This is an optimization exercise on Yosys and OpenROAD, whose aim is small area, a short achievable clock period and few clock cycles per item, not a production implementation. At most, simulation tests tie the RTL to the original design; equivalence was not proved.

==> 11-01: inputs <==
==> flow/design.v <==
package vector_floating_point_divide_unit_iterative_pkg;
  localparam logic [2:0] ZERO   = 3'd0;
  localparam logic [2:0] NORMAL = 3'd1;
  localparam logic [2:0] INF    = 3'd2;
  localparam logic [2:0] QNAN   = 3'd3;
  localparam logic [2:0] SNAN   = 3'd4;
  localparam int FF_NV = 4;
  localparam int FF_DZ = 3;
  localparam int FF_OF = 2;
  localparam int FF_UF = 1;
  localparam int FF_NX = 0;
  localparam logic [1:0] IDLE   = 2'd0;
  localparam logic [1:0] DIVIDE = 2'd1;
  localparam logic [1:0] ROUND  = 2'd2;
  localparam logic [1:0] DONE   = 2'd3;
  localparam logic [31:0] FP32_CANONICAL_NAN  = 32'h7FC00000;
  localparam int          FP32_BIAS           = 127;
  localparam int          FP32_DIV_ITERATIONS = 26;
  function automatic logic [2:0] fp32_classify(input logic [31:0] x);
    logic [2:0] c;
    if (x[30:23] == 8'h00)      c = ZERO;
    else if (x[30:23] == 8'hFF) c = (x[22:0] == 23'd0) ? INF :
                                    (x[22] ? QNAN : SNAN);
    else                        c = NORMAL;
    fp32_classify = c;
  endfunction
endpackage
module fp32_divide_lane (
  input  logic        clock,
  input  logic        load,
  input  logic        step,
  input  logic        round,
  input  logic [30:0] op_a,
  input  logic [30:0] op_b,
  input  logic        sign_in,
  output logic [31:0] result,
  output logic [4:0]  flags
);
  localparam int NV = vector_floating_point_divide_unit_iterative_pkg::FF_NV;
  localparam int DZ = vector_floating_point_divide_unit_iterative_pkg::FF_DZ;
  localparam int OF = vector_floating_point_divide_unit_iterative_pkg::FF_OF;
  localparam int UF = vector_floating_point_divide_unit_iterative_pkg::FF_UF;
  localparam int NX = vector_floating_point_divide_unit_iterative_pkg::FF_NX;
  logic [26:0] s_q, c_q;   
  logic [22:0] d_q;        
  logic [25:0] q_q;        
  logic [9:0]  e_q;        
  logic        h_q;        
  logic        s_sign_q;
  logic        sp_nan_q, sp_inf_q, sp_zero_q, sp_nv_q, sp_dz_q;
  logic        rs_q;
  logic [7:0]  re_q;
  logic a_zero, a_inf, a_nan, a_snan, b_zero, b_inf, b_nan, b_snan;
  logic a_ff, b_ff, a_fz, b_fz;
  assign a_ff   = &op_a[30:23];
  assign b_ff   = &op_b[30:23];
  assign a_fz   = ~|op_a[22:0];
  assign b_fz   = ~|op_b[22:0];
  assign a_zero = ~|op_a[30:23];
  assign b_zero = ~|op_b[30:23];
  assign a_inf  = a_ff & a_fz;
  assign b_inf  = b_ff & b_fz;
  assign a_nan  = a_ff & ~a_fz;
  assign b_nan  = b_ff & ~b_fz;
  assign a_snan = a_nan & ~op_a[22];
  assign b_snan = b_nan & ~op_b[22];
  logic p_nan, p_inf, p_zero, p_nv, p_dz, p_invalid;
  assign p_invalid = (a_zero & b_zero) | (a_inf & b_inf);
  assign p_nan  = a_nan | b_nan | p_invalid;
  assign p_nv   = a_snan | b_snan | p_invalid;
  assign p_inf  = ~p_nan & (a_inf | b_zero);
  assign p_dz   = ~p_nan & ~a_inf & b_zero;
  assign p_zero = ~p_nan & ~a_inf & ~b_zero & (a_zero | b_inf);
  logic [9:0] e_in;
  assign e_in = {2'b00, op_a[30:23]} - {2'b00, op_b[30:23]} + 10'd126;
  logic h_in;
  assign h_in = (op_a[22:20] <= op_b[22:20]);
  logic [6:0] est;
  assign est = s_q[26:20] + c_q[26:20];
  logic signed [6:0] m2, m1, m0, mm1;
  always_comb begin
    case (d_q[22:20])
      3'd0: begin m2 = 7'sd12; m1 = 7'sd3; m0 = -7'sd5;  mm1 = -7'sd13; end
      3'd1: begin m2 = 7'sd14; m1 = 7'sd4; m0 = -7'sd6;  mm1 = -7'sd15; end
      3'd2: begin m2 = 7'sd15; m1 = 7'sd4; m0 = -7'sd6;  mm1 = -7'sd16; end
      3'd3: begin m2 = 7'sd16; m1 = 7'sd4; m0 = -7'sd7;  mm1 = -7'sd18; end
      3'd4: begin m2 = 7'sd18; m1 = 7'sd5; m0 = -7'sd8;  mm1 = -7'sd20; end
      3'd5: begin m2 = 7'sd19; m1 = 7'sd5; m0 = -7'sd8;  mm1 = -7'sd21; end
      3'd6: begin m2 = 7'sd20; m1 = 7'sd5; m0 = -7'sd9;  mm1 = -7'sd23; end
      default: begin m2 = 7'sd22; m1 = 7'sd6; m0 = -7'sd10; mm1 = -7'sd25; end
    endcase
  end
  logic ge2, ge1, ge0, gem1;
  assign ge2  = ($signed(est) >= m2);
  assign ge1  = ($signed(est) >= m1);
  assign ge0  = ($signed(est) >= m0);
  assign gem1 = ($signed(est) >= mm1);
  logic qpos, qneg, qone, qtwo;
  assign qpos = ge1;                        
  assign qneg = ~ge0;                       
  assign qtwo = ge2 | ~gem1;                
  assign qone = (ge1 & ~ge2) | (gem1 & ~ge0);  
  logic [26:0] mag, addend;
  assign mag    = ({27{qone}} & {3'b000, 1'b1, d_q}) | ({27{qtwo}} & {2'b00, 1'b1, d_q, 1'b0});
  assign addend = qpos ? ~mag : mag;
  logic [26:0] sum, cy;
  assign sum = s_q ^ c_q ^ addend;
  assign cy  = (s_q & c_q) | (s_q & addend) | (c_q & addend);
  logic [25:0] q_dec;
  logic [1:0]  dig;
  assign q_dec = q_q - 26'd1;
  assign dig   = {qtwo | (qone & qneg), qone};
  logic        neg, nz;
  logic [26:0] wsum;
  assign wsum = s_q + c_q;
  assign neg  = wsum[26];
  assign nz   = ((s_q ^ c_q) != {(s_q[25:0] | c_q[25:0]), 1'b0});
  logic        lead1, norm, r, xb, lsb, up, inexact;
  logic [22:0] frac, fr, fr_inc;
  logic        c_inc, c;
  logic [9:0]  e0, e_inc, e_fin;
  logic        ovf, unf, ovf0, unf0, ovf1, unf1;
  logic [31:0] rnd_res;
  logic [4:0]  rnd_flags;
  always_comb begin
    lead1   = q_q[25];
    norm    = ~h_q | lead1;
    frac    = lead1 ? q_q[24:2] : q_q[23:1];
    r       = lead1 ? q_q[1]    : q_q[0];
    xb      = lead1 & q_q[0];
    lsb     = frac[0];
    up      = r & (xb | (~neg & (lsb | nz)));
    inexact = r | xb | nz;
    {c_inc, fr_inc} = {1'b0, frac} + 24'd1;
    fr      = up ? fr_inc : frac;
    c       = up & c_inc;
    e0      = e_q + {9'd0, norm};
    e_inc   = e0 + 10'd1;
    ovf0    = ($signed(e0) >= 10'sd255);
    unf0    = ($signed(e0) <= 10'sd0);
    ovf1    = ($signed(e_inc) >= 10'sd255);
    unf1    = ($signed(e_inc) <= 10'sd0);
    e_fin   = c ? e_inc : e0;
    ovf     = c ? ovf1 : ovf0;
    unf     = c ? unf1 : unf0;
    rnd_flags = '0;
    if (sp_nan_q) begin
      rnd_res       = 32'h7FC00000;
      rnd_flags[NV] = sp_nv_q;
    end else if (sp_inf_q) begin
      rnd_res       = {s_sign_q, 8'hFF, 23'd0};
      rnd_flags[DZ] = sp_dz_q;
    end else if (sp_zero_q) begin
      rnd_res       = {s_sign_q, 31'd0};
    end else if (ovf) begin
      rnd_res       = {s_sign_q, 8'hFF, 23'd0};
      rnd_flags[OF] = 1'b1;
      rnd_flags[NX] = 1'b1;
    end else if (unf) begin
      rnd_res       = {s_sign_q, 31'd0};
      rnd_flags[UF] = 1'b1;
      rnd_flags[NX] = 1'b1;
    end else begin
      rnd_res       = {s_sign_q, e_fin[7:0], fr};
      rnd_flags[NX] = inexact;
    end
  end
  assign flags = rnd_flags;
  always_ff @(posedge clock) begin
    if (load) begin
      s_q       <= h_in ? {2'b00, 1'b1, op_a[22:0], 1'b0} : {3'b000, 1'b1, op_a[22:0]};
      c_q       <= '0;
      d_q       <= op_b[22:0];
      e_q       <= e_in;
      h_q       <= h_in;
      s_sign_q  <= sign_in;
      sp_nan_q  <= p_nan;
      sp_inf_q  <= p_inf;
      sp_zero_q <= p_zero;
      sp_nv_q   <= p_nv;
      sp_dz_q   <= p_dz;
    end else if (step) begin
      s_q <= {sum[24:0], 2'b00};
      c_q <= {cy[23:0], qpos, 2'b00};
      q_q <= qneg ? {q_dec[23:0], dig} : {q_q[23:0], dig};
    end
    if (round) begin
      q_q[22:0] <= rnd_res[22:0];
      re_q      <= rnd_res[30:23];
      rs_q      <= rnd_res[31];
    end
  end
  assign result = {rs_q, re_q, q_q[22:0]};
endmodule
module vector_floating_point_divide_unit_iterative #(
  parameter int VLEN = 128,
  parameter int SEW  = 32
) (
  input  logic            clock,
  input  logic            reset,
  input  logic            flush,
  input  logic            in_valid,
  output logic            in_ready,
  input  logic            reverse,
  input  logic [VLEN-1:0] vs2,
  input  logic [VLEN-1:0] vs1,
  output logic            out_valid,
  input  logic            out_ready,
  output logic [VLEN-1:0] vd,
  output logic [4:0]      fflags
);
  localparam int NUM_LANES = VLEN / SEW;
  localparam int STEPS     = 13;
  if (SEW != 32) begin : g_sew_chk
    $error("vector divider supports SEW=32 only");
  end
  if (VLEN % 32 != 0) begin : g_vlen_chk
    $error("VLEN must be a multiple of 32");
  end
  logic       ld_q;       
  logic       it_q;
  logic       rnd_q;
  logic [3:0] cnt_q;
  logic       ov_q;
  logic       accept, step_en, last, it_d;
  assign in_ready  = ld_q;
  assign out_valid = ov_q;
  assign accept    = ld_q & in_valid & ~flush;
  assign step_en   = it_q & (~ov_q | out_ready);
  assign last      = (cnt_q == 4'(STEPS - 1));
  assign it_d      = accept | (it_q & ~(step_en & last));
  always_ff @(posedge clock or posedge reset) begin
    if (reset) begin
      ld_q  <= 1'b0;
      it_q  <= 1'b0;
      rnd_q <= 1'b0;
      cnt_q <= '0;
      ov_q  <= 1'b0;
    end else if (flush) begin
      ld_q  <= 1'b1;
      it_q  <= 1'b0;
      rnd_q <= 1'b0;
      cnt_q <= '0;
      ov_q  <= 1'b0;
    end else begin
      it_q  <= it_d;
      if (step_en) cnt_q <= last ? 4'd0 : cnt_q + 4'd1;
      rnd_q <= step_en & last;
      ld_q  <= ~accept & ~it_d;
      if (rnd_q)          ov_q <= 1'b1;
      else if (out_ready) ov_q <= 1'b0;
    end
  end
  logic [NUM_LANES-1:0][31:0] lane_res;
  logic [NUM_LANES-1:0][4:0]  lane_flags;
  logic [4:0]                 flags_or;
  for (genvar i = 0; i < NUM_LANES; i++) begin : g_lane
    logic [30:0] op_a, op_b;
    assign op_a = reverse ? vs1[32*i +: 31] : vs2[32*i +: 31];
    assign op_b = reverse ? vs2[32*i +: 31] : vs1[32*i +: 31];
    assign vd[32*i +: 32] = lane_res[i];
    fp32_divide_lane u_lane (
      .clock    (clock),
      .load     (ld_q),
      .step     (step_en),
      .round    (rnd_q),
      .op_a     (op_a),
      .op_b     (op_b),
      .sign_in  (vs1[32*i+31] ^ vs2[32*i+31]),
      .result   (lane_res[i]),
      .flags    (lane_flags[i])
    );
  end
  always_comb begin
    flags_or = '0;
    for (int i = 0; i < NUM_LANES; i++) flags_or = flags_or | lane_flags[i];
  end
  always_ff @(posedge clock) begin
    if (rnd_q) fflags <= flags_or;
  end
endmodule
==> flow/run.sh <==
#!/bin/bash
# synth_recipe.tcl (not shown) runs the flow's synth.tcl, then flattens the netlist and writes it again
# the make line also repeats each setting of config.mk as NAME=value (left out here)
make -C /OpenROAD-flow-scripts/flow DESIGN_CONFIG=/design/flow/config.mk WORK_HOME=/design/flow/orfs CLKGATE_MAP_FILE= SYNTH_SCRIPT=/design/flow/synth_recipe.tcl finish
==> flow/config.mk <==
export PLATFORM = sky130hd
export DESIGN_NAME = vector_floating_point_divide_unit_iterative
export DESIGN_NICKNAME = vector_floating_point_divide_unit_iterative
export VERILOG_FILES = /design/flow/design.v
export SDC_FILE = /design/flow/constraint.sdc
export NUM_CORES = 4
export LEC_CHECK = 0
export CAP_MARGIN = 20
export CORE_MARGIN = 2
export CORE_UTILIZATION = 40
export SLEW_MARGIN = 20
==> flow/constraint.sdc <==
create_clock -name core_clock -period 5.5 [get_ports {clock}]
set_input_delay 1.1000 -clock core_clock [delete_from_list [all_inputs] [get_ports {clock}]]
set_output_delay 1.1000 -clock core_clock [all_outputs]
set_load 0.01 [all_outputs]
==> 01-08: changes against 11-01 <==
Settings changed: SETUP_SLACK_MARGIN from default to 1.5.
==> 07-11: changes against 11-01 <==
==> flow/design.v, changed modules only <==
module fp32_divide_lane (
  input  logic        clock,
  input  logic        load,
  input  logic        pre,
  input  logic        step,
  input  logic        round,
  input  logic [30:0] op_a,
  input  logic [30:0] op_b,
  input  logic        sign_in,
  output logic [31:0] result,
  output logic [4:0]  flags
);
  localparam int NV = vector_floating_point_divide_unit_iterative_pkg::FF_NV;
  localparam int DZ = vector_floating_point_divide_unit_iterative_pkg::FF_DZ;
  localparam int OF = vector_floating_point_divide_unit_iterative_pkg::FF_OF;
  localparam int UF = vector_floating_point_divide_unit_iterative_pkg::FF_UF;
  localparam int NX = vector_floating_point_divide_unit_iterative_pkg::FF_NX;
  logic [24:0] x_q;
  logic [22:0] d_q;        
  logic [25:0] d3_q;       
  logic [23:0] q_q;        
  logic [15:0] ex_q;       
  logic [7:0]  ea_q, eb_q;
  logic [9:0]  e_q;        
  assign ea_q = ex_q[15:8];
  assign eb_q = ex_q[7:0];
  assign e_q  = ex_q[9:0];
  logic        s_q;
  logic        sp_nan_q, sp_inf_q, sp_zero_q, sp_nv_q, sp_dz_q;
  logic        rs_q;
  logic [7:0]  re_q;
  logic [23:0] md;
  assign md = {1'b1, d_q};
  logic [27:0] x4, t1, t2, t3;
  assign x4 = {1'b0, x_q, 2'b00};
  assign t1 = x4 - {3'b000, md, 1'b0};
  assign t2 = x4 - {2'b00, md, 2'b00};
  assign t3 = x4 - {1'b0, d3_q, 1'b0};
  logic n1, n2, n3;
  assign n1 = t1[27];
  assign n2 = t2[27];
  assign n3 = t3[27];
  logic [24:0] x_step, x_pre;
  always_comb begin
    if (!n3)      x_step = t3[24:0];
    else if (!n2) x_step = t2[24:0];
    else if (!n1) x_step = t1[24:0];
    else          x_step = x4[24:0];
  end
  assign x_pre = n2 ? t1[24:0] : t2[25:1];
  logic a_zero, a_inf, a_nan, a_snan, b_zero, b_inf, b_nan, b_snan;
  logic a_ff, b_ff, a_fz, b_fz;
  assign a_ff   = &ea_q;
  assign b_ff   = &eb_q;
  assign a_fz   = ~|x_q[22:0];
  assign b_fz   = ~|d_q;
  assign a_zero = ~|ea_q;
  assign b_zero = ~|eb_q;
  assign a_inf  = a_ff & a_fz;
  assign b_inf  = b_ff & b_fz;
  assign a_nan  = a_ff & ~a_fz;
  assign b_nan  = b_ff & ~b_fz;
  assign a_snan = a_nan & ~x_q[22];
  assign b_snan = b_nan & ~d_q[22];
  logic p_nan, p_inf, p_zero, p_nv, p_dz, p_invalid;
  assign p_invalid = (a_zero & b_zero) | (a_inf & b_inf);
  assign p_nan  = a_nan | b_nan | p_invalid;
  assign p_nv   = a_snan | b_snan | p_invalid;
  assign p_inf  = ~p_nan & (a_inf | b_zero);
  assign p_dz   = ~p_nan & ~a_inf & b_zero;
  assign p_zero = ~p_nan & ~a_inf & ~b_zero & (a_zero | b_inf);
  logic [9:0] e_pre;
  assign e_pre = {2'b00, ea_q} - {2'b00, eb_q} + 10'd126 + {9'd0, ~n2};
  logic        sticky, up, inexact;
  logic [22:0] fr, fr_inc;
  logic        c_inc, c;
  logic [9:0]  e_fin, e_inc;
  logic        ovf, unf, ovf0, unf0, ovf1, unf1;
  logic [31:0] rnd_res;
  logic [4:0]  rnd_flags;
  always_comb begin
    sticky  = |x_q;
    up      = q_q[0] & (sticky | q_q[1]);
    inexact = q_q[0] | sticky;
    {c_inc, fr_inc} = {1'b0, q_q[23:1]} + 24'd1;
    fr      = up ? fr_inc : q_q[23:1];
    c       = up & c_inc;
    e_inc   = e_q + 10'd1;
    ovf0    = ($signed(e_q) >= 10'sd255);
    unf0    = ($signed(e_q) <= 10'sd0);
    ovf1    = ($signed(e_inc) >= 10'sd255);
    unf1    = ($signed(e_inc) <= 10'sd0);
    e_fin   = c ? e_inc : e_q;
    ovf     = c ? ovf1 : ovf0;
    unf     = c ? unf1 : unf0;
    rnd_flags = '0;
    if (sp_nan_q) begin
      rnd_res       = 32'h7FC00000;
      rnd_flags[NV] = sp_nv_q;
    end else if (sp_inf_q) begin
      rnd_res       = {s_q, 8'hFF, 23'd0};
      rnd_flags[DZ] = sp_dz_q;
    end else if (sp_zero_q) begin
      rnd_res       = {s_q, 31'd0};
    end else if (ovf) begin
      rnd_res       = {s_q, 8'hFF, 23'd0};
      rnd_flags[OF] = 1'b1;
      rnd_flags[NX] = 1'b1;
    end else if (unf) begin
      rnd_res       = {s_q, 31'd0};
      rnd_flags[UF] = 1'b1;
      rnd_flags[NX] = 1'b1;
    end else begin
      rnd_res       = {s_q, e_fin[7:0], fr};
      rnd_flags[NX] = inexact;
    end
  end
  assign flags = rnd_flags;
  always_ff @(posedge clock) begin
    if (load) begin
      x_q  <= {2'b01, op_a[22:0]};
      d_q  <= op_b[22:0];
      ex_q <= {op_a[30:23], op_b[30:23]};
      s_q  <= sign_in;
    end else if (pre) begin
      x_q       <= x_pre;
      ex_q[9:0] <= e_pre;
      sp_nan_q  <= p_nan;
      sp_inf_q  <= p_inf;
      sp_zero_q <= p_zero;
      sp_nv_q   <= p_nv;
      sp_dz_q   <= p_dz;
    end else if (step) begin
      x_q <= x_step;
      q_q <= {q_q[21:0], ~n2, ~n3 | (n2 & ~n1)};
    end
    if (round) begin
      q_q[23:1] <= rnd_res[22:0];
      re_q      <= rnd_res[30:23];
      rs_q      <= rnd_res[31];
    end
    d3_q <= {1'b0, md, 1'b0} + {2'b00, md};
  end
  assign result = {rs_q, re_q, q_q[23:1]};
endmodule
module vector_floating_point_divide_unit_iterative #(
  parameter int VLEN = 128,
  parameter int SEW  = 32
) (
  input  logic            clock,
  input  logic            reset,
  input  logic            flush,
  input  logic            in_valid,
  output logic            in_ready,
  input  logic            reverse,
  input  logic [VLEN-1:0] vs2,
  input  logic [VLEN-1:0] vs1,
  output logic            out_valid,
  input  logic            out_ready,
  output logic [VLEN-1:0] vd,
  output logic [4:0]      fflags
);
  localparam int NUM_LANES = VLEN / SEW;
  localparam int STEPS     = 12;
  if (SEW != 32) begin : g_sew_chk
    $error("vector divider supports SEW=32 only");
  end
  if (VLEN % 32 != 0) begin : g_vlen_chk
    $error("VLEN must be a multiple of 32");
  end
  logic       ld_q;       
  logic       pre_q;
  logic       it_q;
  logic       rnd_q;
  logic [3:0] cnt_q;
  logic       ov_q;
  logic       accept, step_en, last, it_d;
  assign in_ready  = ld_q;
  assign out_valid = ov_q;
  assign accept    = ld_q & in_valid & ~flush;
  assign step_en   = it_q & ~ov_q;
  assign last      = (cnt_q == 4'(STEPS - 1));
  assign it_d      = pre_q | (it_q & ~(step_en & last));
  always_ff @(posedge clock or posedge reset) begin
    if (reset) begin
      ld_q  <= 1'b0;
      pre_q <= 1'b0;
      it_q  <= 1'b0;
      rnd_q <= 1'b0;
      cnt_q <= '0;
      ov_q  <= 1'b0;
    end else if (flush) begin
      ld_q  <= 1'b1;
      pre_q <= 1'b0;
      it_q  <= 1'b0;
      rnd_q <= 1'b0;
      cnt_q <= '0;
      ov_q  <= 1'b0;
    end else begin
      pre_q <= accept;
      it_q  <= it_d;
      if (step_en) cnt_q <= last ? 4'd0 : cnt_q + 4'd1;
      rnd_q <= step_en & last;
      ld_q  <= ~accept & ~it_d;
      if (rnd_q)          ov_q <= 1'b1;
      else if (out_ready) ov_q <= 1'b0;
    end
  end
  logic [NUM_LANES-1:0][31:0] lane_res;
  logic [NUM_LANES-1:0][4:0]  lane_flags;
  logic [4:0]                 flags_or;
  for (genvar i = 0; i < NUM_LANES; i++) begin : g_lane
    logic [30:0] op_a, op_b;
    assign op_a = reverse ? vs1[32*i +: 31] : vs2[32*i +: 31];
    assign op_b = reverse ? vs2[32*i +: 31] : vs1[32*i +: 31];
    assign vd[32*i +: 32] = lane_res[i];
    fp32_divide_lane u_lane (
      .clock    (clock),
      .load     (ld_q),
      .pre      (pre_q),
      .step     (step_en),
      .round    (rnd_q),
      .op_a     (op_a),
      .op_b     (op_b),
      .sign_in  (vs1[32*i+31] ^ vs2[32*i+31]),
      .result   (lane_res[i]),
      .flags    (lane_flags[i])
    );
  end
  always_comb begin
    flags_or = '0;
    for (int i = 0; i < NUM_LANES; i++) flags_or = flags_or | lane_flags[i];
  end
  always_ff @(posedge clock) begin
    if (rnd_q) fflags <= flags_or;
  end
endmodule
==> impl_metrics.env <==
export IMPL_status="failed layout checks"
export IMPL_so_faults="max-capacitance violations, max-slew violations"
export IMPL_slew_violations=8
export IMPL_maxCapViolCount=1
# the run above: 01-08

==> impl_metrics.env <==
export IMPL_status="timing/DRC/antenna clean"
export IMPL_maxCapViolCount=0
export IMPL_use_met3_pct=3.57
export IMPL_area_delta_synth_final_pct=14.9
export IMPL_ys_async_sr_fraction_pct=1.70
export IMPL_slew_violations=0
export IMPL_comb_power_uw=18900
# the run above: 07-11

==> impl_metrics.env <==
export IMPL_maxCapViolCount=0
export IMPL_status="timing/DRC/antenna clean"
export IMPL_worstReg2RegEnd="g_lane[2].u_lane.s_q[19]$_DFFE_PP_"
export IMPL_ys_top_cells_by_area="edfxtp_1 27%, ha_1 9.3%, mux2i_1 6.0%"
export IMPL_rows=125
export IMPL_fin_crit_ps=4750
export IMPL_slew_violations=0
# the run above: 11-01

Testbench counts of 07-11, summed over its fixed seeds: cycles 26,904, items 1,920.
The RTL of 11-01 and 01-08 was laid out without a check of its function.

[afterwards: timing with drivers on the ports]
How much do the figures lean on ideal ports? The routed layouts below were timed once more, with nothing changed but the port constraints.
Step 1 sets driving cells, clkbuf_16 on the clock port and buf_2 on the other inputs (assumed; they add their load-dependent delay and slew).
Step 2 moves the port delays by t, midway between the first and last clock arrival at a register: inputs arrive t later, outputs are due t later. That takes back most of the time a late clock gives input paths.
Three values: ideal, step 1, step 2; two values: the first two.
run	t, ns	setup WS [ns]	worst setup path at the end	latest minus earliest clock arrival (ns)	slew at the worst register clock pin (ns)
11-01	0.712	0.748 / 0.748 / 0.343	input to register	0.032 / 0.032	0.07 / 0.07
01-08	0.702	1.336 / 1.336 / 0.847	input to register	0.032 / 0.032	0.07 / 0.07
07-11	0.720	0.968 / 0.968 / 0.968	register to register	0.038 / 0.039	0.07 / 0.07
For 01-08, which loses most, drivers alone change the setup slack by 0.000 ns; drivers and shift together by -0.489 ns.
